Background: an optimization exercise with open tools, aiming at small area and a short achievable clock period. Do not read the settings as production practice. Where RTL was checked, it was by simulation tests only, not by an equivalence proof against the original. The clock input has no modelled driver; a real chip could not lean on it and would need a root buffer or a full tree. Power is estimated from default activity; no workload was simulated.

==> inputs of trial 70 <==
// sump_ctrl_top
module sump_ctrl_top (
  input  logic                    clk_i,
  input  logic                    rst_n_i,
  input  logic                    rx_valid_i,
  input  logic [7:0]              rx_data_i,
  output logic [471:0]            cfg_o,     
  output logic                    armed_o,
  input  logic                    tx_credit_i,
  output logic                    tx_valid_o,
  output logic [7:0]              tx_data_o
);
  logic        busy_q;
  logic [3:0]  pos_q;
  logic [3:0]  code_q;
  logic [31:0] param_q;
  logic [3:0]  code_d;
  always_comb begin
    code_d = 4'b1111;
    if (rx_data_i[6:4] == 3'b100 && rx_data_i[1:0] != 2'b11)
      code_d = rx_data_i[3:0];
    else if (rx_data_i[6:2] == 5'b00000 && rx_data_i[1:0] != 2'b11)
      code_d = {rx_data_i[1:0], 2'b11};
  end
  logic take_opc, take_par, last_par;
  assign take_opc = rx_valid_i && !busy_q;
  assign take_par = rx_valid_i && busy_q;
  assign last_par = rx_valid_i && pos_q[3];
  always_ff @(posedge clk_i or negedge rst_n_i) begin
    if (!rst_n_i) begin
      busy_q <= 1'b0;
      pos_q  <= 4'd0;
    end else if (rx_valid_i) begin
      if (!busy_q) begin
        busy_q <= rx_data_i[7];
        pos_q  <= {3'd0, rx_data_i[7]};
      end else begin
        busy_q <= !pos_q[3];
        pos_q  <= {pos_q[2:0], 1'b0};
      end
    end
  end
  always_ff @(posedge clk_i) begin
    if (take_opc) code_q  <= code_d;
    if (take_par) param_q <= {rx_data_i, param_q[31:8]};   
  end
  logic c_soft, c_run, c_id, c_xon, c_xoff;
  logic [14:0] we;
  logic [14:0] hold;
  logic [14:0] we_d;
  logic        soft_d;
  assign soft_d = take_opc && (rx_data_i == 8'h00);
  always_comb begin
    for (int w = 0; w < 15; w++) begin
      if (w < 12) we_d[w] = last_par && (code_q == 4'((w / 3) * 4 + (w % 3)));
      else        we_d[w] = last_par && (code_q == 4'((w - 12) * 4 + 3));
    end
  end
  always_ff @(posedge clk_i or negedge rst_n_i) begin
    if (!rst_n_i) begin
      c_soft <= 1'b0;
      c_run  <= 1'b0;
      c_id   <= 1'b0;
      c_xon  <= 1'b0;
      c_xoff <= 1'b0;
      we     <= '0;
      hold   <= '0;
    end else begin
      c_soft <= soft_d;
      c_run  <= take_opc && (rx_data_i == 8'h01);
      c_id   <= take_opc && (rx_data_i == 8'h02);
      c_xon  <= take_opc && (rx_data_i == 8'h11);
  ...
export LEC_CHECK = 0
export CAP_MARGIN = 20
export CORE_MARGIN = 2
export CORE_UTILIZATION = 40
export SETUP_SLACK_MARGIN = 0.1
export SLEW_MARGIN = 20
create_clock -name core_clock -period 3.0 [get_ports {clk_i}]
standard.sh (not shown) runs the stock make flow with config.mk's settings and CLKGATE_MAP_FILE= SYNTH_SCRIPT=/design/flow/synth_recipe.tcl, a recipe that flattens the netlist after the stock synthesis.
==> flow/flow/run.sh <==
#!/bin/bash
# ORFS layout with port buffers of our choice and a two-level clock tree
# (flow/ctree.tcl) in place of TritonCTS; every other step is the standard one.
set -euo pipefail
W=$PWD
K=( "BUFFER_PORTS_ARGS=-buffer_cell sky130_fd_sc_hd__buf_1"
    SETUP_SLACK_MARGIN=1.64
    "DONT_USE_CELLS=sky130_fd_sc_hd__probe_p_8 sky130_fd_sc_hd__probec_p_8 sky130_fd_sc_hd__lpflow_bleeder_1 sky130_fd_sc_hd__lpflow_clkbufkapwr_1 sky130_fd_sc_hd__lpflow_clkbufkapwr_16 sky130_fd_sc_hd__lpflow_clkbufkapwr_2 sky130_fd_sc_hd__lpflow_clkbufkapwr_4 sky130_fd_sc_hd__lpflow_clkbufkapwr_8 sky130_fd_sc_hd__lpflow_clkinvkapwr_1 sky130_fd_sc_hd__lpflow_clkinvkapwr_16 sky130_fd_sc_hd__lpflow_clkinvkapwr_2 sky130_fd_sc_hd__lpflow_clkinvkapwr_4 sky130_fd_sc_hd__lpflow_clkinvkapwr_8 sky130_fd_sc_hd__lpflow_decapkapwr_12 sky130_fd_sc_hd__lpflow_decapkapwr_3 sky130_fd_sc_hd__lpflow_decapkapwr_4 sky130_fd_sc_hd__lpflow_decapkapwr_6 sky130_fd_sc_hd__lpflow_decapkapwr_8 sky130_fd_sc_hd__lpflow_inputiso0n_1 sky130_fd_sc_hd__lpflow_inputiso0p_1 sky130_fd_sc_hd__lpflow_inputiso1n_1 sky130_fd_sc_hd__lpflow_inputiso1p_1 sky130_fd_sc_hd__lpflow_inputisolatch_1 sky130_fd_sc_hd__lpflow_isobufsrc_1 sky130_fd_sc_hd__lpflow_isobufsrc_16 sky130_fd_sc_hd__lpflow_isobufsrc_2 sky130_fd_sc_hd__lpflow_isobufsrc_4 sky130_fd_sc_hd__lpflow_isobufsrc_8 sky130_fd_sc_hd__lpflow_isobufsrckapwr_16 sky130_fd_sc_hd__lpflow_lsbuf_lh_hl_isowell_tap_1 sky130_fd_sc_hd__lpflow_lsbuf_lh_hl_isowell_tap_2 sky130_fd_sc_hd__lpflow_lsbuf_lh_hl_isowell_tap_4 sky130_fd_sc_hd__lpflow_lsbuf_lh_isowell_4 sky130_fd_sc_hd__lpflow_lsbuf_lh_isowell_tap_1 sky130_fd_sc_hd__lpflow_lsbuf_lh_isowell_tap_2 sky130_fd_sc_hd__lpflow_lsbuf_lh_isowell_tap_4 sky130_fd_sc_hd__or4_1 sky130_fd_sc_hd__or4_2 sky130_fd_sc_hd__or4_4 sky130_fd_sc_hd__or4b_1 sky130_fd_sc_hd__or4b_2 sky130_fd_sc_hd__or4b_4 sky130_fd_sc_hd__or4bb_1 sky130_fd_sc_hd__or4bb_2 sky130_fd_sc_hd__or4bb_4 sky130_fd_sc_hd__nor4_1 sky130_fd_sc_hd__nor4_2 sky130_fd_sc_hd__nor4_4 sky130_fd_sc_hd__nor4b_1 sky130_fd_sc_hd__nor4b_2 sky130_fd_sc_hd__nor4b_4 sky130_fd_sc_hd__nor4bb_1 sky130_fd_sc_hd__nor4bb_2 sky130_fd_sc_hd__nor4bb_4"
    CTREE_TCL=$W/flow/ctree.tcl ECO_TCL=$W/flow/eco.tcl CTREE_TOP_DEPTH=2 CTREE_LEAF_DEPTH=3
    CTREE_TOP_CELL=sky130_fd_sc_hd__inv_16 CTREE_LEAF_CELL=sky130_fd_sc_hd__inv_8 )
bash standard.sh "${K[@]}" place > make_place.log 2>&1
bash standard.sh "${K[@]}" run RUN_SCRIPT=$W/flow/mycts.tcl RUN_LOG_NAME_STEM=4_1_cts > make_cts.log 2>&1
bash standard.sh "${K[@]}" finish > make_finish.log 2>&1
==> flow/flow/eco.tcl <==
# Pulls each output port's buffer next to its pin, and the register that
# drives the buffer (with the cell driving that register's D) right behind it.
proc eco_pull_outputs { inset } {
  set block [ord::get_db_block]
  set die [$block getCoreArea]
  set x0 [$die xMin]; set y0 [$die yMin]; set x1 [$die xMax]; set y1 [$die yMax]
  set moved 0
  foreach bt [$block getBTerms] {
    if { [$bt getIoType] ne "OUTPUT" } { continue }
    set net [$bt getNet]
    if { $net eq "NULL" } { continue }
    set its [$net getITerms]
    if { [llength $its] != 1 } { continue }
    set buf [[lindex $its 0] getInst]
    set a [$buf findITerm A]
    if { $a eq "NULL" } { continue }
    set in [$a getNet]
    if { $in eq "NULL" } { continue }
    set flop ""
    foreach j [$in getITerms] { if { [$j isOutputSignal] } { set flop [$j getInst] } }
    if { $flop eq "" } { continue }
    set bb [$bt getBBox]
    set px [expr { ([$bb xMin] + [$bb xMax]) / 2 }]
    set py [expr { ([$bb yMin] + [$bb yMax]) / 2 }]
    # inward direction from the nearest core edge
    set dl [expr { $px - $x0 }]; set dr [expr { $x1 - $px }]
    set db [expr { $py - $y0 }]; set dt [expr { $y1 - $py }]
    set m [lindex [lsort -integer [list $dl $dr $db $dt]] 0]
    if { $m == $dl } { set dx 1; set dy 0 } elseif { $m == $dr } { set dx -1; set dy 0 } \
      elseif { $m == $db } { set dx 0; set dy 1 } else { set dx 0; set dy -1 }
    set cx [expr { min(max($px, $x0 + $inset), $x1 - $inset) }]
    set cy [expr { min(max($py, $y0 + $inset), $y1 - $inset) }]
    set off 0
    set chain [list $buf $flop]
    set dpin [$flop findITerm D]
    if { $dpin ne "NULL" && [$dpin getNet] ne "NULL" } {
      foreach j [[$dpin getNet] getITerms] {
        if { [$j isOutputSignal] } { lappend chain [$j getInst] }
      }
    }
    foreach inst $chain {
      set w [[$inst getMaster] getWidth]
      set h [[$inst getMaster] getHeight]
      set d [expr { $dx != 0 ? $w : $h }]
      set x [expr { $cx + $dx * ($off + $d / 2) - $w / 2 }]
      set y [expr { $cy + $dy * ($off + $d / 2) - $h / 2 }]
      $inst setLocation [expr { int($x) }] [expr { int($y) }]
      set off [expr { $off + $d }]
      incr moved
    }
  }
  puts "eco: moved $moved cells"
}
==> flow/flow/mycts.tcl <==
# Clock tree step in place of ORFS's TritonCTS step: builds the two-level tree of
# ctree.tcl on the placed design (after pulling the output registers to
# their pins, eco.tcl), legalizes, repairs timing as ORFS's cts step
# does, and writes the results the rest of the ORFS flow reads.
source $::env(SCRIPTS_DIR)/load.tcl
erase_non_stage_variables cts
load_design 3_place.odb 3_place.sdc
set_dont_use $::env(DONT_USE_CELLS)

source $::env(CTREE_TCL)
source $::env(ECO_TCL)

# Output ports: buffer at the pin, its register and that register's input
# cell right behind it; then legalize before the clock tree is built
set_placement_padding -global \
  -left $::env(CELL_PAD_IN_SITES_DETAIL_PLACEMENT) \
  -right $::env(CELL_PAD_IN_SITES_DETAIL_PLACEMENT)
eco_pull_outputs 3000
detailed_placement

ctree_build clk_i $::env(CTREE_TOP_DEPTH) $::env(CTREE_LEAF_DEPTH) \
  $::env(CTREE_TOP_CELL) $::env(CTREE_LEAF_CELL)
set_propagated_clock [all_clocks]
detailed_placement
estimate_parasitics -placement
report_clock_latency

repair_timing_helper
detailed_placement
check_placement -verbose
estimate_parasitics -placement
report_clock_latency
report_checks -path_delay max -group_path_count 5 -digits 3
report_worst_slack -max
report_worst_slack -min

orfs_write_db $::env(RESULTS_DIR)/4_1_cts.odb
orfs_write_sdc $::env(RESULTS_DIR)/4_cts.sdc
Other scripts of this flow, unchanged in this note and not shown: flow/flow/ctree.tcl
==> trial 90: changes against trial 70 <==
--- a/flow/flow/run.sh
+++ b/flow/flow/run.sh
@@ -4,9 +4,9 @@
 set -euo pipefail
 W=$PWD
 K=( "BUFFER_PORTS_ARGS=-buffer_cell sky130_fd_sc_hd__buf_1"
-    SETUP_SLACK_MARGIN=1.64
+    SETUP_SLACK_MARGIN=1.55
     "DONT_USE_CELLS=sky130_fd_sc_hd__probe_p_8 sky130_fd_sc_hd__probec_p_8 sky130_fd_sc_hd__lpflow_bleeder_1 sky130_fd_sc_hd__lpflow_clkbufkapwr_1 sky130_fd_sc_hd__lpflow_clkbufkapwr_16 sky130_fd_sc_hd__lpflow_clkbufkapwr_2 sky130_fd_sc_hd__lpflow_clkbufkapwr_4 sky130_fd_sc_hd__lpflow_clkbufkapwr_8 sky130_fd_sc_hd__lpflow_clkinvkapwr_1 sky130_fd_sc_hd__lpflow_clkinvkapwr_16 sky130_fd_sc_hd__lpflow_clkinvkapwr_2 sky130_fd_sc_hd__lpflow_clkinvkapwr_4 sky130_fd_sc_hd__lpflow_clkinvkapwr_8 sky130_fd_sc_hd__lpflow_decapkapwr_12 sky130_fd_sc_hd__lpflow_decapkapwr_3 sky130_fd_sc_hd__lpflow_decapkapwr_4 sky130_fd_sc_hd__lpflow_decapkapwr_6 sky130_fd_sc_hd__lpflow_decapkapwr_8 sky130_fd_sc_hd__lpflow_inputiso0n_1 sky130_fd_sc_hd__lpflow_inputiso0p_1 sky130_fd_sc_hd__lpflow_inputiso1n_1 sky130_fd_sc_hd__lpflow_inputiso1p_1 sky130_fd_sc_hd__lpflow_inputisolatch_1 sky130_fd_sc_hd__lpflow_isobufsrc_1 sky130_fd_sc_hd__lpflow_isobufsrc_16 sky130_fd_sc_hd__lpflow_isobufsrc_2 sky130_fd_sc_hd__lpflow_isobufsrc_4 sky130_fd_sc_hd__lpflow_isobufsrc_8 sky130_fd_sc_hd__lpflow_isobufsrckapwr_16 sky130_fd_sc_hd__lpflow_lsbuf_lh_hl_isowell_tap_1 sky130_fd_sc_hd__lpflow_lsbuf_lh_hl_isowell_tap_2 sky130_fd_sc_hd__lpflow_lsbuf_lh_hl_isowell_tap_4 sky130_fd_sc_hd__lpflow_lsbuf_lh_isowell_4 sky130_fd_sc_hd__lpflow_lsbuf_lh_isowell_tap_1 sky130_fd_sc_hd__lpflow_lsbuf_lh_isowell_tap_2 sky130_fd_sc_hd__lpflow_lsbuf_lh_isowell_tap_4 sky130_fd_sc_hd__or4_1 sky130_fd_sc_hd__or4_2 sky130_fd_sc_hd__or4_4 sky130_fd_sc_hd__or4b_1 sky130_fd_sc_hd__or4b_2 sky130_fd_sc_hd__or4b_4 sky130_fd_sc_hd__or4bb_1 sky130_fd_sc_hd__or4bb_2 sky130_fd_sc_hd__or4bb_4 sky130_fd_sc_hd__nor4_1 sky130_fd_sc_hd__nor4_2 sky130_fd_sc_hd__nor4_4 sky130_fd_sc_hd__nor4b_1 sky130_fd_sc_hd__nor4b_2 sky130_fd_sc_hd__nor4b_4 sky130_fd_sc_hd__nor4bb_1 sky130_fd_sc_hd__nor4bb_2 sky130_fd_sc_hd__nor4bb_4"
-    CTREE_TCL=$W/flow/ctree.tcl ECO_TCL=$W/flow/eco.tcl CTREE_TOP_DEPTH=2 CTREE_LEAF_DEPTH=3
+    CTREE_TCL=$W/flow/ctree.tcl CTREE_TOP_DEPTH=2 CTREE_LEAF_DEPTH=3
     CTREE_TOP_CELL=sky130_fd_sc_hd__inv_16 CTREE_LEAF_CELL=sky130_fd_sc_hd__inv_8 )
 bash standard.sh "${K[@]}" place > make_place.log 2>&1
 bash standard.sh "${K[@]}" run RUN_SCRIPT=$W/flow/mycts.tcl RUN_LOG_NAME_STEM=4_1_cts > make_cts.log 2>&1
==> flow/flow/mycts.tcl (replaced) <==
# Clock tree step in place of ORFS's TritonCTS step: builds the two-level tree of
# ctree.tcl on the placed design, legalizes, repairs timing as ORFS's cts step
# does, and writes the results the rest of the ORFS flow reads.
source $::env(SCRIPTS_DIR)/load.tcl
erase_non_stage_variables cts
load_design 3_place.odb 3_place.sdc
set_dont_use $::env(DONT_USE_CELLS)

source $::env(CTREE_TCL)
ctree_build clk_i $::env(CTREE_TOP_DEPTH) $::env(CTREE_LEAF_DEPTH) \
  $::env(CTREE_TOP_CELL) $::env(CTREE_LEAF_CELL)
set_propagated_clock [all_clocks]

set_placement_padding -global \
  -left $::env(CELL_PAD_IN_SITES_DETAIL_PLACEMENT) \
  -right $::env(CELL_PAD_IN_SITES_DETAIL_PLACEMENT)
detailed_placement
estimate_parasitics -placement
report_clock_latency

repair_timing_helper
detailed_placement
check_placement -verbose
estimate_parasitics -placement
report_clock_latency
report_checks -path_delay max -group_path_count 5 -digits 3
report_worst_slack -max
report_worst_slack -min

orfs_write_db $::env(RESULTS_DIR)/4_1_cts.odb
orfs_write_sdc $::env(RESULTS_DIR)/4_cts.sdc
CORE_UTILIZATION = 50   (was 40)
SETUP_SLACK_MARGIN = not set   (was 0.1)
removed: flow/flow/eco.tcl
==> notes <==
Utilization: trial 70 is lower than trial 90 (8.7 points).
Against trial 90, the via count of trial 70 is larger by 16%.
Combinational power: trial 70 is larger than trial 90 (about 50%).
In sequential cell count, trial 90 and trial 70 do not differ.
No run of this note takes its clock network from TritonCTS; it comes from the design's own scripts or RTL.

========
==> job 6111 <==
==> flow/design.v <==
`default_nettype none
package sump_cmd_pkg;
  typedef enum logic [7:0] {
    OPC_SOFT_RESET  = 8'h00,
    OPC_RUN         = 8'h01,
    OPC_ID          = 8'h02,
    OPC_XON         = 8'h11,
    OPC_XOFF        = 8'h13,
    OPC_SET_DIV     = 8'h80,
    OPC_SET_CNT     = 8'h81,   
    OPC_SET_FLAGS   = 8'h82,
    OPC_SET_TRG_MSK = 8'hC0,   
    OPC_SET_TRG_VAL = 8'hC1,
    OPC_SET_TRG_CFG = 8'hC2
  } opcode_e;
  typedef enum logic [3:0] {
    ACT_NONE,
    ACT_SOFT_RESET,
    ACT_RUN,
    ACT_ID,
    ACT_XON,
    ACT_XOFF,
    ACT_SET_MASK,
    ACT_SET_VAL,
    ACT_SET_CFG,
    ACT_SET_DIV,
    ACT_SET_CNT,
    ACT_SET_FLAGS
  } action_e;
  typedef logic [1:0]  stage_t;
  typedef logic [31:0] param_t;   
endpackage
`default_nettype wire
`default_nettype none
package sump_cfg_pkg;
  typedef struct packed {
    logic [31:0] mask;
    logic [31:0] value;
    logic [31:0] cfg;    
  } trig_stage_t;
  typedef struct packed {
    trig_stage_t [4-1:0] trig;
    logic [23:0]                    divider;
    logic [15:0]                    read_cnt;
    logic [15:0]                    delay_cnt;
    logic [31:0]                    flags;
  } sump_cfg_t;
endpackage
`default_nettype wire
`default_nettype none
module sump_ctrl_top (
  input  logic                    clk_i,
  input  logic                    rst_n_i,
  input  logic                    rx_valid_i,
  input  logic [7:0]              rx_data_i,
  output logic [471:0]            cfg_o,     
  output logic                    armed_o,
  input  logic                    tx_credit_i,
  output logic                    tx_valid_o,
  output logic [7:0]              tx_data_o
);
  logic [2:0]  cnt_q;
  logic [3:0]  code_q;
  logic [31:0] param_q;
  logic [3:0]  code_d;
  always_comb begin
    code_d = 4'b1111;
    if (rx_data_i[6:4] == 3'b100 && rx_data_i[1:0] != 2'b11)
      code_d = rx_data_i[3:0];
    else if (rx_data_i[6:2] == 5'b00000 && rx_data_i[1:0] != 2'b11)
      code_d = {rx_data_i[1:0], 2'b11};
  end
  logic take_opc, last_par;
  assign take_opc = rx_valid_i && (cnt_q == 3'd0);
  assign last_par = rx_valid_i && (cnt_q == 3'd4);
  always_ff @(posedge clk_i or negedge rst_n_i) begin
    if (!rst_n_i) begin
      cnt_q <= 3'd0;
    end else if (rx_valid_i) begin
      if (cnt_q == 3'd0)      cnt_q <= rx_data_i[7] ? 3'd1 : 3'd0;
      else if (cnt_q == 3'd4) cnt_q <= 3'd0;
      else                    cnt_q <= cnt_q + 3'd1;
    end
  end
  always_ff @(posedge clk_i) begin
    if (rx_valid_i) begin
      if (cnt_q == 3'd0) code_q  <= code_d;
      else               param_q <= {rx_data_i, param_q[31:8]};   
    end
  end
  logic c_soft, c_run, c_id, c_xon, c_xoff;
  logic [14:0] we;
  logic [14:0] hold;
  always_ff @(posedge clk_i or negedge rst_n_i) begin
    if (!rst_n_i) begin
      c_soft <= 1'b0;
      c_run  <= 1'b0;
      c_id   <= 1'b0;
      c_xon  <= 1'b0;
      c_xoff <= 1'b0;
      we     <= '0;
    end else begin
      c_soft <= take_opc && (rx_data_i == 8'h00);
      c_run  <= take_opc && (rx_data_i == 8'h01);
      c_id   <= take_opc && (rx_data_i == 8'h02);
      c_xon  <= take_opc && (rx_data_i == 8'h11);
      c_xoff <= take_opc && (rx_data_i == 8'h13);
      for (int w = 0; w < 15; w++) begin
        if (w < 12) we[w] <= last_par && (code_q == 4'((w / 3) * 4 + (w % 3)));
        else        we[w] <= last_par && (code_q == 4'((w - 12) * 4 + 3));
      end
    end
  end
  always_comb begin
    for (int w = 0; w < 15; w++) hold[w] = !(we[w] || c_soft);
  end
  logic [3:0][31:0] mask_q, value_q, tcfg_q;
  logic [23:0]      divider_q;
  logic [31:0]      cnts_q;    
  logic [31:0]      flags_q;
  logic             armed_q;
  always_ff @(posedge clk_i or negedge rst_n_i) begin
    if (!rst_n_i) begin
      mask_q    <= '0;
      value_q   <= '0;
      tcfg_q    <= '0;
      divider_q <= '0;
      cnts_q    <= '0;
      flags_q   <= '0;
      armed_q   <= 1'b0;
    end else begin
      for (int s = 0; s < 4; s++) begin
        mask_q[s]  <= (param_q & {32{we[s*3+0]}}) | (mask_q[s]  & {32{hold[s*3+0]}});
        value_q[s] <= (param_q & {32{we[s*3+1]}}) | (value_q[s] & {32{hold[s*3+1]}});
        tcfg_q[s]  <= (param_q & {32{we[s*3+2]}}) | (tcfg_q[s]  & {32{hold[s*3+2]}});
      end
      divider_q <= (param_q[23:0] & {24{we[12]}}) | (divider_q & {24{hold[12]}});
      cnts_q    <= (param_q & {32{we[13]}}) | (cnts_q  & {32{hold[13]}});
      flags_q   <= (param_q & {32{we[14]}}) | (flags_q & {32{hold[14]}});
      armed_q   <= c_run || (armed_q && !c_soft);
    end
  end
  always_comb begin
    for (int s = 0; s < 4; s++) begin
      cfg_o[(s*96+88)+:96] = {mask_q[s], value_q[s], tcfg_q[s]};
    end
    cfg_o[87:0] = {divider_q, cnts_q[15:0], cnts_q[31:16], flags_q};
  end
  assign armed_o = armed_q;
  logic       pend_q, xoff_q, valid_q;
  logic [3:0] used_q;
  logic [6:0] txd_q;
  logic       send, id_acc;
  logic       pend_d, xoff_d;
  logic [3:0] used_send, used_idle, used_d;
  logic       full_nocredit;
  assign send   = pend_q && !xoff_q && !used_q[3];
  assign id_acc = c_id && !pend_q;
  always_comb begin
    pend_d = pend_q;
    if (send && txd_q[1]) pend_d = 1'b0;
    if (id_acc)           pend_d = 1'b1;
    if (c_soft)           pend_d = 1'b0;
    xoff_d = xoff_q;
    if (c_xon || c_soft) xoff_d = 1'b0;
    if (c_xoff)          xoff_d = 1'b1;
    used_send = send ? {used_q[2:0], 1'b1} : used_q;
    used_idle = send ? used_q : {1'b0, used_q[3:1]};
    used_d    = tx_credit_i ? used_idle : used_send;
    full_nocredit = send ? used_q[2] : used_q[3];
  end
  always_ff @(posedge clk_i or negedge rst_n_i) begin
    if (!rst_n_i) begin
      pend_q  <= 1'b0;
      xoff_q  <= 1'b0;
      valid_q <= 1'b0;
      used_q  <= 4'd0;
    end else begin
      pend_q  <= pend_d;
      xoff_q  <= xoff_d;
      used_q  <= used_d;
      valid_q <= pend_d && !xoff_d && (tx_credit_i || !full_nocredit);
    end
  end
  always_ff @(posedge clk_i) begin
    if (id_acc) begin
      txd_q <= 7'(8'h31);
    end else if (send) begin
      if (txd_q[5])      txd_q <= 7'(8'h41);
      else if (txd_q[2]) txd_q <= 7'(8'h53);
      else               txd_q <= 7'(8'h4C);
    end
  end
  assign tx_valid_o = valid_q;
  assign tx_data_o  = {1'b0, txd_q};
endmodule
`default_nettype wire
==> flow/flow/run.sh <==
#!/bin/bash
# ORFS layout with port buffers of our choice and a two-level clock tree
# (flow/ctree.tcl) in place of TritonCTS; every other step is the standard one.
set -euo pipefail
W=$PWD
K=( "BUFFER_PORTS_ARGS=-buffer_cell sky130_fd_sc_hd__buf_1"
    SETUP_SLACK_MARGIN=1.35
    CTREE_TCL=$W/flow/ctree.tcl CTREE_TOP_DEPTH=2 CTREE_LEAF_DEPTH=3
    CTREE_TOP_CELL=sky130_fd_sc_hd__clkbuf_16 CTREE_LEAF_CELL=sky130_fd_sc_hd__clkbuf_16 )
bash standard.sh "${K[@]}" place > make_place.log 2>&1
bash standard.sh "${K[@]}" run RUN_SCRIPT=$W/flow/mycts.tcl RUN_LOG_NAME_STEM=4_1_cts > make_cts.log 2>&1
bash standard.sh "${K[@]}" finish > make_finish.log 2>&1
==> flow/flow/ctree.tcl <==
# Two-level clock tree: the clock port drives NTOP top buffers directly, each
# top buffer drives the leaf buffers of its part of the die, and each leaf
# buffer drives one compact group of flip-flop clock pins. Groups come from
# recursive bisection of the clock pins by position, so they are equal in size.

proc ctree_split { pts depth } {
  # pts: list of {iterm x y}
  if { $depth == 0 || [llength $pts] < 2 } { return [list $pts] }
  set xs [lmap p $pts { lindex $p 1 }]
  set ys [lmap p $pts { lindex $p 2 }]
  set xs [lsort -integer $xs]; set ys [lsort -integer $ys]
  set w [expr { [lindex $xs end] - [lindex $xs 0] }]
  set h [expr { [lindex $ys end] - [lindex $ys 0] }]
  set k [expr { $w >= $h ? 1 : 2 }]
  set s [lsort -integer -index $k $pts]
  set n [expr { [llength $s] / 2 }]
  return [concat [ctree_split [lrange $s 0 [expr { $n - 1 }]] [expr { $depth - 1 }]] \
                 [ctree_split [lrange $s $n end] [expr { $depth - 1 }]]]
}

proc ctree_centroid { pts } {
  set sx 0; set sy 0
  foreach p $pts { set sx [expr { $sx + [lindex $p 1] }]; set sy [expr { $sy + [lindex $p 2] }] }
  set n [llength $pts]
  return [list [expr { int($sx / $n) }] [expr { int($sy / $n) }]]
}

proc ctree_buf { block master name in_net x y } {
  set inst [odb::dbInst_create $block $master $name]
  set net [odb::dbNet_create $block "${name}_net"]
  $net setSigType CLOCK
  [$inst findITerm A] connect $in_net
  [$inst findITerm X] connect $net
  set bb [$master getWidth]
  set bh [$master getHeight]
  $inst setLocation [expr { $x - $bb / 2 }] [expr { $y - $bh / 2 }]
  $inst setPlacementStatus PLACED
  return $net
}

proc ctree_build { clk_port top_depth leaf_depth top_cell leaf_cell } {
  set block [ord::get_db_block]
  set db [ord::get_db]
  set bterm [$block findBTerm $clk_port]
  set clk_net [$bterm getNet]
  $clk_net setSigType CLOCK
  set pts {}
  foreach it [$clk_net getITerms] {
    set xy [$it getAvgXY]
    if { ![lindex $xy 0] } {
      set bb [[$it getInst] getBBox]
      set xy [list 1 [expr { ([$bb xMin] + [$bb xMax]) / 2 }] [expr { ([$bb yMin] + [$bb yMax]) / 2 }]]
    }
    lappend pts [list $it [lindex $xy 1] [lindex $xy 2]]
  }
  puts "ctree: [llength $pts] clock pins on $clk_port"
  set topm [$db findMaster $top_cell]
  set leafm [$db findMaster $leaf_cell]
  set parts [ctree_split $pts $top_depth]
  set ti 0
  set li 0
  foreach part $parts {
    set groups [ctree_split $part $leaf_depth]
    set cents {}
    foreach g $groups { lappend cents [concat x [ctree_centroid $g]] }
    set tc [ctree_centroid $cents]
    set tnet [ctree_buf $block $topm "ctree_top_$ti" $clk_net [lindex $tc 0] [lindex $tc 1]]
    incr ti
    foreach g $groups c $cents {
      set lnet [ctree_buf $block $leafm "ctree_leaf_$li" $tnet [lindex $c 1] [lindex $c 2]]
      incr li
      foreach p $g {
        set it [lindex $p 0]
        $it disconnect
        $it connect $lnet
      }
      puts "ctree: leaf $li drives [llength $g] pins"
    }
  }
  puts "ctree: $ti top buffers, $li leaf buffers"
}
==> flow/flow/mycts.tcl <==
# Clock tree step in place of ORFS's TritonCTS step: builds the two-level tree of
# ctree.tcl on the placed design, legalizes, repairs timing as ORFS's cts step
# does, and writes the results the rest of the ORFS flow reads.
source $::env(SCRIPTS_DIR)/load.tcl
erase_non_stage_variables cts
load_design 3_place.odb 3_place.sdc
set_dont_use $::env(DONT_USE_CELLS)

source $::env(CTREE_TCL)
ctree_build clk_i $::env(CTREE_TOP_DEPTH) $::env(CTREE_LEAF_DEPTH) \
  $::env(CTREE_TOP_CELL) $::env(CTREE_LEAF_CELL)
set_propagated_clock [all_clocks]

set_placement_padding -global \
  -left $::env(CELL_PAD_IN_SITES_DETAIL_PLACEMENT) \
  -right $::env(CELL_PAD_IN_SITES_DETAIL_PLACEMENT)
detailed_placement
estimate_parasitics -placement
report_clock_latency

repair_timing_helper
detailed_placement
check_placement -verbose
estimate_parasitics -placement
report_clock_latency
report_checks -path_delay max -group_path_count 5 -digits 3
report_worst_slack -max
report_worst_slack -min

orfs_write_db $::env(RESULTS_DIR)/4_1_cts.odb
orfs_write_sdc $::env(RESULTS_DIR)/4_cts.sdc
==> flow/standard.sh <==
#!/bin/bash
# synth_recipe.tcl (not shown) runs the flow's synth.tcl, then flattens the netlist and writes it again
# the make line also repeats each setting of config.mk as NAME=value (left out here)
make -C /OpenROAD-flow-scripts/flow DESIGN_CONFIG=/design/flow/config.mk WORK_HOME=/design/flow/orfs CLKGATE_MAP_FILE= SYNTH_SCRIPT=/design/flow/synth_recipe.tcl "${@:-finish}"
==> flow/config.mk <==
export PLATFORM = sky130hd
export DESIGN_NAME = sump_ctrl_top
export DESIGN_NICKNAME = sump_ctrl_top
export VERILOG_FILES = /design/flow/design.v
export SDC_FILE = /design/flow/constraint.sdc
export NUM_CORES = 4
export LEC_CHECK = 0
export CAP_MARGIN = 20
export CORE_MARGIN = 2
export CORE_UTILIZATION = 40
export SETUP_SLACK_MARGIN = 0.1
export SLEW_MARGIN = 20
==> flow/constraint.sdc <==
create_clock -name core_clock -period 3.0 [get_ports {clk_i}]
set_input_delay 0.6000 -clock core_clock [delete_from_list [all_inputs] [get_ports {clk_i}]]
set_output_delay 0.6000 -clock core_clock [all_outputs]
set_load 0.01 [all_outputs]
==> job 6831: changes against job 6111 <==
--- a/flow/design.v
+++ b/flow/design.v
@@ -61,3 +61,4 @@
 );
-  logic [2:0]  cnt_q;
+  logic        busy_q;
+  logic [3:0]  pos_q;
   logic [3:0]  code_q;
@@ -72,12 +73,18 @@
   end
-  logic take_opc, last_par;
-  assign take_opc = rx_valid_i && (cnt_q == 3'd0);
-  assign last_par = rx_valid_i && (cnt_q == 3'd4);
-  always_ff @(posedge clk_i or negedge rst_n_i) begin
-    if (!rst_n_i) begin
-      cnt_q <= 3'd0;
+  logic take_opc, take_par, last_par;
+  assign take_opc = rx_valid_i && !busy_q;
+  assign take_par = rx_valid_i && busy_q;
+  assign last_par = rx_valid_i && pos_q[3];
+  always_ff @(posedge clk_i or negedge rst_n_i) begin
+    if (!rst_n_i) begin
+      busy_q <= 1'b0;
+      pos_q  <= 4'd0;
     end else if (rx_valid_i) begin
-      if (cnt_q == 3'd0)      cnt_q <= rx_data_i[7] ? 3'd1 : 3'd0;
-      else if (cnt_q == 3'd4) cnt_q <= 3'd0;
-      else                    cnt_q <= cnt_q + 3'd1;
+      if (!busy_q) begin
+        busy_q <= rx_data_i[7];
+        pos_q  <= {3'd0, rx_data_i[7]};
+      end else begin
+        busy_q <= !pos_q[3];
+        pos_q  <= {pos_q[2:0], 1'b0};
+      end
     end
@@ -85,6 +92,4 @@
   always_ff @(posedge clk_i) begin
-    if (rx_valid_i) begin
-      if (cnt_q == 3'd0) code_q  <= code_d;
-      else               param_q <= {rx_data_i, param_q[31:8]};   
-    end
+    if (take_opc) code_q  <= code_d;
+    if (take_par) param_q <= {rx_data_i, param_q[31:8]};   
   end
@@ -93,2 +98,11 @@
   logic [14:0] hold;
+  logic [14:0] we_d;
+  logic        soft_d;
+  assign soft_d = take_opc && (rx_data_i == 8'h00);
+  always_comb begin
+    for (int w = 0; w < 15; w++) begin
+      if (w < 12) we_d[w] = last_par && (code_q == 4'((w / 3) * 4 + (w % 3)));
+      else        we_d[w] = last_par && (code_q == 4'((w - 12) * 4 + 3));
+    end
+  end
   always_ff @(posedge clk_i or negedge rst_n_i) begin
@@ -101,4 +115,5 @@
       we     <= '0;
+      hold   <= '0;
     end else begin
-      c_soft <= take_opc && (rx_data_i == 8'h00);
+      c_soft <= soft_d;
       c_run  <= take_opc && (rx_data_i == 8'h01);
@@ -107,10 +122,5 @@
       c_xoff <= take_opc && (rx_data_i == 8'h13);
-      for (int w = 0; w < 15; w++) begin
-        if (w < 12) we[w] <= last_par && (code_q == 4'((w / 3) * 4 + (w % 3)));
-        else        we[w] <= last_par && (code_q == 4'((w - 12) * 4 + 3));
-      end
-    end
-  end
-  always_comb begin
-    for (int w = 0; w < 15; w++) hold[w] = !(we[w] || c_soft);
+      we     <= we_d;
+      hold   <= ~(we_d | {15{soft_d}});
+    end
   end
--- a/flow/flow/run.sh
+++ b/flow/flow/run.sh
@@ -6,5 +6,6 @@
 K=( "BUFFER_PORTS_ARGS=-buffer_cell sky130_fd_sc_hd__buf_1"
-    SETUP_SLACK_MARGIN=1.35
+    SETUP_SLACK_MARGIN=1.6
+    "DONT_USE_CELLS=sky130_fd_sc_hd__probe_p_8 sky130_fd_sc_hd__probec_p_8 sky130_fd_sc_hd__lpflow_bleeder_1 sky130_fd_sc_hd__lpflow_clkbufkapwr_1 sky130_fd_sc_hd__lpflow_clkbufkapwr_16 sky130_fd_sc_hd__lpflow_clkbufkapwr_2 sky130_fd_sc_hd__lpflow_clkbufkapwr_4 sky130_fd_sc_hd__lpflow_clkbufkapwr_8 sky130_fd_sc_hd__lpflow_clkinvkapwr_1 sky130_fd_sc_hd__lpflow_clkinvkapwr_16 sky130_fd_sc_hd__lpflow_clkinvkapwr_2 sky130_fd_sc_hd__lpflow_clkinvkapwr_4 sky130_fd_sc_hd__lpflow_clkinvkapwr_8 sky130_fd_sc_hd__lpflow_decapkapwr_12 sky130_fd_sc_hd__lpflow_decapkapwr_3 sky130_fd_sc_hd__lpflow_decapkapwr_4 sky130_fd_sc_hd__lpflow_decapkapwr_6 sky130_fd_sc_hd__lpflow_decapkapwr_8 sky130_fd_sc_hd__lpflow_inputiso0n_1 sky130_fd_sc_hd__lpflow_inputiso0p_1 sky130_fd_sc_hd__lpflow_inputiso1n_1 sky130_fd_sc_hd__lpflow_inputiso1p_1 sky130_fd_sc_hd__lpflow_inputisolatch_1 sky130_fd_sc_hd__lpflow_isobufsrc_1 sky130_fd_sc_hd__lpflow_isobufsrc_16 sky130_fd_sc_hd__lpflow_isobufsrc_2 sky130_fd_sc_hd__lpflow_isobufsrc_4 sky130_fd_sc_hd__lpflow_isobufsrc_8 sky130_fd_sc_hd__lpflow_isobufsrckapwr_16 sky130_fd_sc_hd__lpflow_lsbuf_lh_hl_isowell_tap_1 sky130_fd_sc_hd__lpflow_lsbuf_lh_hl_isowell_tap_2 sky130_fd_sc_hd__lpflow_lsbuf_lh_hl_isowell_tap_4 sky130_fd_sc_hd__lpflow_lsbuf_lh_isowell_4 sky130_fd_sc_hd__lpflow_lsbuf_lh_isowell_tap_1 sky130_fd_sc_hd__lpflow_lsbuf_lh_isowell_tap_2 sky130_fd_sc_hd__lpflow_lsbuf_lh_isowell_tap_4 sky130_fd_sc_hd__or4_1 sky130_fd_sc_hd__or4_2 sky130_fd_sc_hd__or4_4 sky130_fd_sc_hd__or4b_1 sky130_fd_sc_hd__or4b_2 sky130_fd_sc_hd__or4b_4 sky130_fd_sc_hd__or4bb_1 sky130_fd_sc_hd__or4bb_2 sky130_fd_sc_hd__or4bb_4 sky130_fd_sc_hd__nor4_1 sky130_fd_sc_hd__nor4_2 sky130_fd_sc_hd__nor4_4 sky130_fd_sc_hd__nor4b_1 sky130_fd_sc_hd__nor4b_2 sky130_fd_sc_hd__nor4b_4 sky130_fd_sc_hd__nor4bb_1 sky130_fd_sc_hd__nor4bb_2 sky130_fd_sc_hd__nor4bb_4"
     CTREE_TCL=$W/flow/ctree.tcl CTREE_TOP_DEPTH=2 CTREE_LEAF_DEPTH=3
-    CTREE_TOP_CELL=sky130_fd_sc_hd__clkbuf_16 CTREE_LEAF_CELL=sky130_fd_sc_hd__clkbuf_16 )
+    CTREE_TOP_CELL=sky130_fd_sc_hd__inv_16 CTREE_LEAF_CELL=sky130_fd_sc_hd__inv_8 )
 bash standard.sh "${K[@]}" place > make_place.log 2>&1
--- a/flow/flow/ctree.tcl
+++ b/flow/flow/ctree.tcl
@@ -1,5 +1 @@
-# Two-level clock tree: the clock port drives NTOP top buffers directly, each
-# top buffer drives the leaf buffers of its part of the die, and each leaf
-# buffer drives one compact group of flip-flop clock pins. Groups come from
-# recursive bisection of the clock pins by position, so they are equal in size.
 
@@ -31,4 +27,6 @@
   $net setSigType CLOCK
-  [$inst findITerm A] connect $in_net
-  [$inst findITerm X] connect $net
+  foreach it [$inst getITerms] {
+    if { [$it isInputSignal] } { $it connect $in_net }
+    if { [$it isOutputSignal] } { $it connect $net }
+  }
   set bb [$master getWidth]
Settings changed: CORE_UTILIZATION 40 to 33, SETUP_SLACK_MARGIN 0.1 to not set.
==> job 8337: changes against job 6111 <==
--- a/flow/design.v
+++ b/flow/design.v
@@ -61,3 +61,4 @@
 );
-  logic [2:0]  cnt_q;
+  logic        busy_q;
+  logic [3:0]  pos_q;
   logic [3:0]  code_q;
@@ -72,12 +73,18 @@
   end
-  logic take_opc, last_par;
-  assign take_opc = rx_valid_i && (cnt_q == 3'd0);
-  assign last_par = rx_valid_i && (cnt_q == 3'd4);
-  always_ff @(posedge clk_i or negedge rst_n_i) begin
-    if (!rst_n_i) begin
-      cnt_q <= 3'd0;
+  logic take_opc, take_par, last_par;
+  assign take_opc = rx_valid_i && !busy_q;
+  assign take_par = rx_valid_i && busy_q;
+  assign last_par = rx_valid_i && pos_q[3];
+  always_ff @(posedge clk_i or negedge rst_n_i) begin
+    if (!rst_n_i) begin
+      busy_q <= 1'b0;
+      pos_q  <= 4'd0;
     end else if (rx_valid_i) begin
-      if (cnt_q == 3'd0)      cnt_q <= rx_data_i[7] ? 3'd1 : 3'd0;
-      else if (cnt_q == 3'd4) cnt_q <= 3'd0;
-      else                    cnt_q <= cnt_q + 3'd1;
+      if (!busy_q) begin
+        busy_q <= rx_data_i[7];
+        pos_q  <= {3'd0, rx_data_i[7]};
+      end else begin
+        busy_q <= !pos_q[3];
+        pos_q  <= {pos_q[2:0], 1'b0};
+      end
     end
@@ -85,6 +92,4 @@
   always_ff @(posedge clk_i) begin
-    if (rx_valid_i) begin
-      if (cnt_q == 3'd0) code_q  <= code_d;
-      else               param_q <= {rx_data_i, param_q[31:8]};   
-    end
+    if (take_opc) code_q  <= code_d;
+    if (take_par) param_q <= {rx_data_i, param_q[31:8]};   
   end
@@ -93,2 +98,11 @@
   logic [14:0] hold;
+  logic [14:0] we_d;
+  logic        soft_d;
+  assign soft_d = take_opc && (rx_data_i == 8'h00);
+  always_comb begin
+    for (int w = 0; w < 15; w++) begin
+      if (w < 12) we_d[w] = last_par && (code_q == 4'((w / 3) * 4 + (w % 3)));
+      else        we_d[w] = last_par && (code_q == 4'((w - 12) * 4 + 3));
+    end
+  end
   always_ff @(posedge clk_i or negedge rst_n_i) begin
@@ -101,4 +115,5 @@
       we     <= '0;
+      hold   <= '0;
     end else begin
-      c_soft <= take_opc && (rx_data_i == 8'h00);
+      c_soft <= soft_d;
       c_run  <= take_opc && (rx_data_i == 8'h01);
@@ -107,10 +122,5 @@
       c_xoff <= take_opc && (rx_data_i == 8'h13);
-      for (int w = 0; w < 15; w++) begin
-        if (w < 12) we[w] <= last_par && (code_q == 4'((w / 3) * 4 + (w % 3)));
-        else        we[w] <= last_par && (code_q == 4'((w - 12) * 4 + 3));
-      end
-    end
-  end
-  always_comb begin
-    for (int w = 0; w < 15; w++) hold[w] = !(we[w] || c_soft);
+      we     <= we_d;
+      hold   <= ~(we_d | {15{soft_d}});
+    end
   end
--- a/flow/flow/run.sh
+++ b/flow/flow/run.sh
@@ -5,6 +5,7 @@
 W=$PWD
-K=( "BUFFER_PORTS_ARGS=-buffer_cell sky130_fd_sc_hd__buf_1"
-    SETUP_SLACK_MARGIN=1.35
+K=( "BUFFER_PORTS_ARGS=-buffer_cell sky130_fd_sc_hd__buf_2"
+    SETUP_SLACK_MARGIN=1.62
+    "DONT_USE_CELLS=sky130_fd_sc_hd__probe_p_8 sky130_fd_sc_hd__probec_p_8 sky130_fd_sc_hd__lpflow_bleeder_1 sky130_fd_sc_hd__lpflow_clkbufkapwr_1 sky130_fd_sc_hd__lpflow_clkbufkapwr_16 sky130_fd_sc_hd__lpflow_clkbufkapwr_2 sky130_fd_sc_hd__lpflow_clkbufkapwr_4 sky130_fd_sc_hd__lpflow_clkbufkapwr_8 sky130_fd_sc_hd__lpflow_clkinvkapwr_1 sky130_fd_sc_hd__lpflow_clkinvkapwr_16 sky130_fd_sc_hd__lpflow_clkinvkapwr_2 sky130_fd_sc_hd__lpflow_clkinvkapwr_4 sky130_fd_sc_hd__lpflow_clkinvkapwr_8 sky130_fd_sc_hd__lpflow_decapkapwr_12 sky130_fd_sc_hd__lpflow_decapkapwr_3 sky130_fd_sc_hd__lpflow_decapkapwr_4 sky130_fd_sc_hd__lpflow_decapkapwr_6 sky130_fd_sc_hd__lpflow_decapkapwr_8 sky130_fd_sc_hd__lpflow_inputiso0n_1 sky130_fd_sc_hd__lpflow_inputiso0p_1 sky130_fd_sc_hd__lpflow_inputiso1n_1 sky130_fd_sc_hd__lpflow_inputiso1p_1 sky130_fd_sc_hd__lpflow_inputisolatch_1 sky130_fd_sc_hd__lpflow_isobufsrc_1 sky130_fd_sc_hd__lpflow_isobufsrc_16 sky130_fd_sc_hd__lpflow_isobufsrc_2 sky130_fd_sc_hd__lpflow_isobufsrc_4 sky130_fd_sc_hd__lpflow_isobufsrc_8 sky130_fd_sc_hd__lpflow_isobufsrckapwr_16 sky130_fd_sc_hd__lpflow_lsbuf_lh_hl_isowell_tap_1 sky130_fd_sc_hd__lpflow_lsbuf_lh_hl_isowell_tap_2 sky130_fd_sc_hd__lpflow_lsbuf_lh_hl_isowell_tap_4 sky130_fd_sc_hd__lpflow_lsbuf_lh_isowell_4 sky130_fd_sc_hd__lpflow_lsbuf_lh_isowell_tap_1 sky130_fd_sc_hd__lpflow_lsbuf_lh_isowell_tap_2 sky130_fd_sc_hd__lpflow_lsbuf_lh_isowell_tap_4 sky130_fd_sc_hd__or4_1 sky130_fd_sc_hd__or4_2 sky130_fd_sc_hd__or4_4 sky130_fd_sc_hd__or4b_1 sky130_fd_sc_hd__or4b_2 sky130_fd_sc_hd__or4b_4 sky130_fd_sc_hd__or4bb_1 sky130_fd_sc_hd__or4bb_2 sky130_fd_sc_hd__or4bb_4 sky130_fd_sc_hd__nor4_1 sky130_fd_sc_hd__nor4_2 sky130_fd_sc_hd__nor4_4 sky130_fd_sc_hd__nor4b_1 sky130_fd_sc_hd__nor4b_2 sky130_fd_sc_hd__nor4b_4 sky130_fd_sc_hd__nor4bb_1 sky130_fd_sc_hd__nor4bb_2 sky130_fd_sc_hd__nor4bb_4"
     CTREE_TCL=$W/flow/ctree.tcl CTREE_TOP_DEPTH=2 CTREE_LEAF_DEPTH=3
-    CTREE_TOP_CELL=sky130_fd_sc_hd__clkbuf_16 CTREE_LEAF_CELL=sky130_fd_sc_hd__clkbuf_16 )
+    CTREE_TOP_CELL=sky130_fd_sc_hd__inv_16 CTREE_LEAF_CELL=sky130_fd_sc_hd__inv_8 )
 bash standard.sh "${K[@]}" place > make_place.log 2>&1
--- a/flow/flow/ctree.tcl
+++ b/flow/flow/ctree.tcl
@@ -1,5 +1 @@
-# Two-level clock tree: the clock port drives NTOP top buffers directly, each
-# top buffer drives the leaf buffers of its part of the die, and each leaf
-# buffer drives one compact group of flip-flop clock pins. Groups come from
-# recursive bisection of the clock pins by position, so they are equal in size.
 
@@ -31,4 +27,6 @@
   $net setSigType CLOCK
-  [$inst findITerm A] connect $in_net
-  [$inst findITerm X] connect $net
+  foreach it [$inst getITerms] {
+    if { [$it isInputSignal] } { $it connect $in_net }
+    if { [$it isOutputSignal] } { $it connect $net }
+  }
   set bb [$master getWidth]
==> summary of the runs <==
- Between job 8337 and job 6111, the lower register-to-register slack is in job 6111 (gap 0.37 ns).
- In flip-flop and latch count, job 6831 and job 8337 do not differ.
- In job 6111 the cell area is smaller than in job 8337, by about 3.3%.
- In job 6831 the critical path depth is higher than in job 6111, by 1.
- Of job 6831 and job 6111, job 6111 has the higher sequential power (gap 20%, measured against job 6111).
- Maximum frequency, highest first: job 6831, job 8337, job 6111.
- The lowest combinational power belongs to job 6831, the highest to job 6111.
- In job 8337 the sequential share of layout area is lower than in job 6111, by 0.18 points.
- In job 6111 the area after synthesis is lower than in job 6831, by 1.6%.
- Global-route usage: job 8337 is higher than job 6831 (3.6 points).
For job 6111, only the layout was checked, not whether the RTL still works. No run of this note takes its clock network from TritonCTS; it comes from the design's own scripts or RTL.

[port drivers added, routing unchanged]
Ports are ideal in the flow. The routed layouts listed here were re-timed in OpenROAD. Step 1, drivers: a clkbuf_16 drives clk_i and a buf_2 each remaining input, both assumed. Step 2 also shifts input and output timing later by t, the mid clock arrival at the registers, as if the neighbouring blocks saw the same clock. Three values: ideal ports, drivers, drivers and shift; two values: the first two.
run	t, ns	setup WS [ns]	hold slack, ns	latest minus earliest clock arrival (ns)	slew at the worst register clock pin (ns)
trial 70	0.400	1.584 / 1.356 / 1.385	0.293 / 0.091 / 0.492	0.021 / 0.023	0.10 / 0.10
trial 90	0.395	1.575 / 1.349 / 1.407	0.355 / 0.158 / 0.474	0.014 / 0.014	0.10 / 0.10
job 6111	0.480	1.298 / 1.297 / 1.075	0.262 / 0.160 / 0.433	0.019 / 0.019	0.08 / 0.08
job 6831	0.404	1.620 / 1.405 / 1.409	0.317 / 0.144 / 0.474	0.019 / 0.019	0.10 / 0.10
job 8337	0.402	1.615 / 1.411 / 1.394	0.318 / 0.152 / 0.453	0.017 / 0.017	0.10 / 0.10
After both steps setup and hold are still met in every run listed. The setup slack of job 6111, which loses most, moves by -0.001 ns with the drivers and by -0.223 ns with both steps.
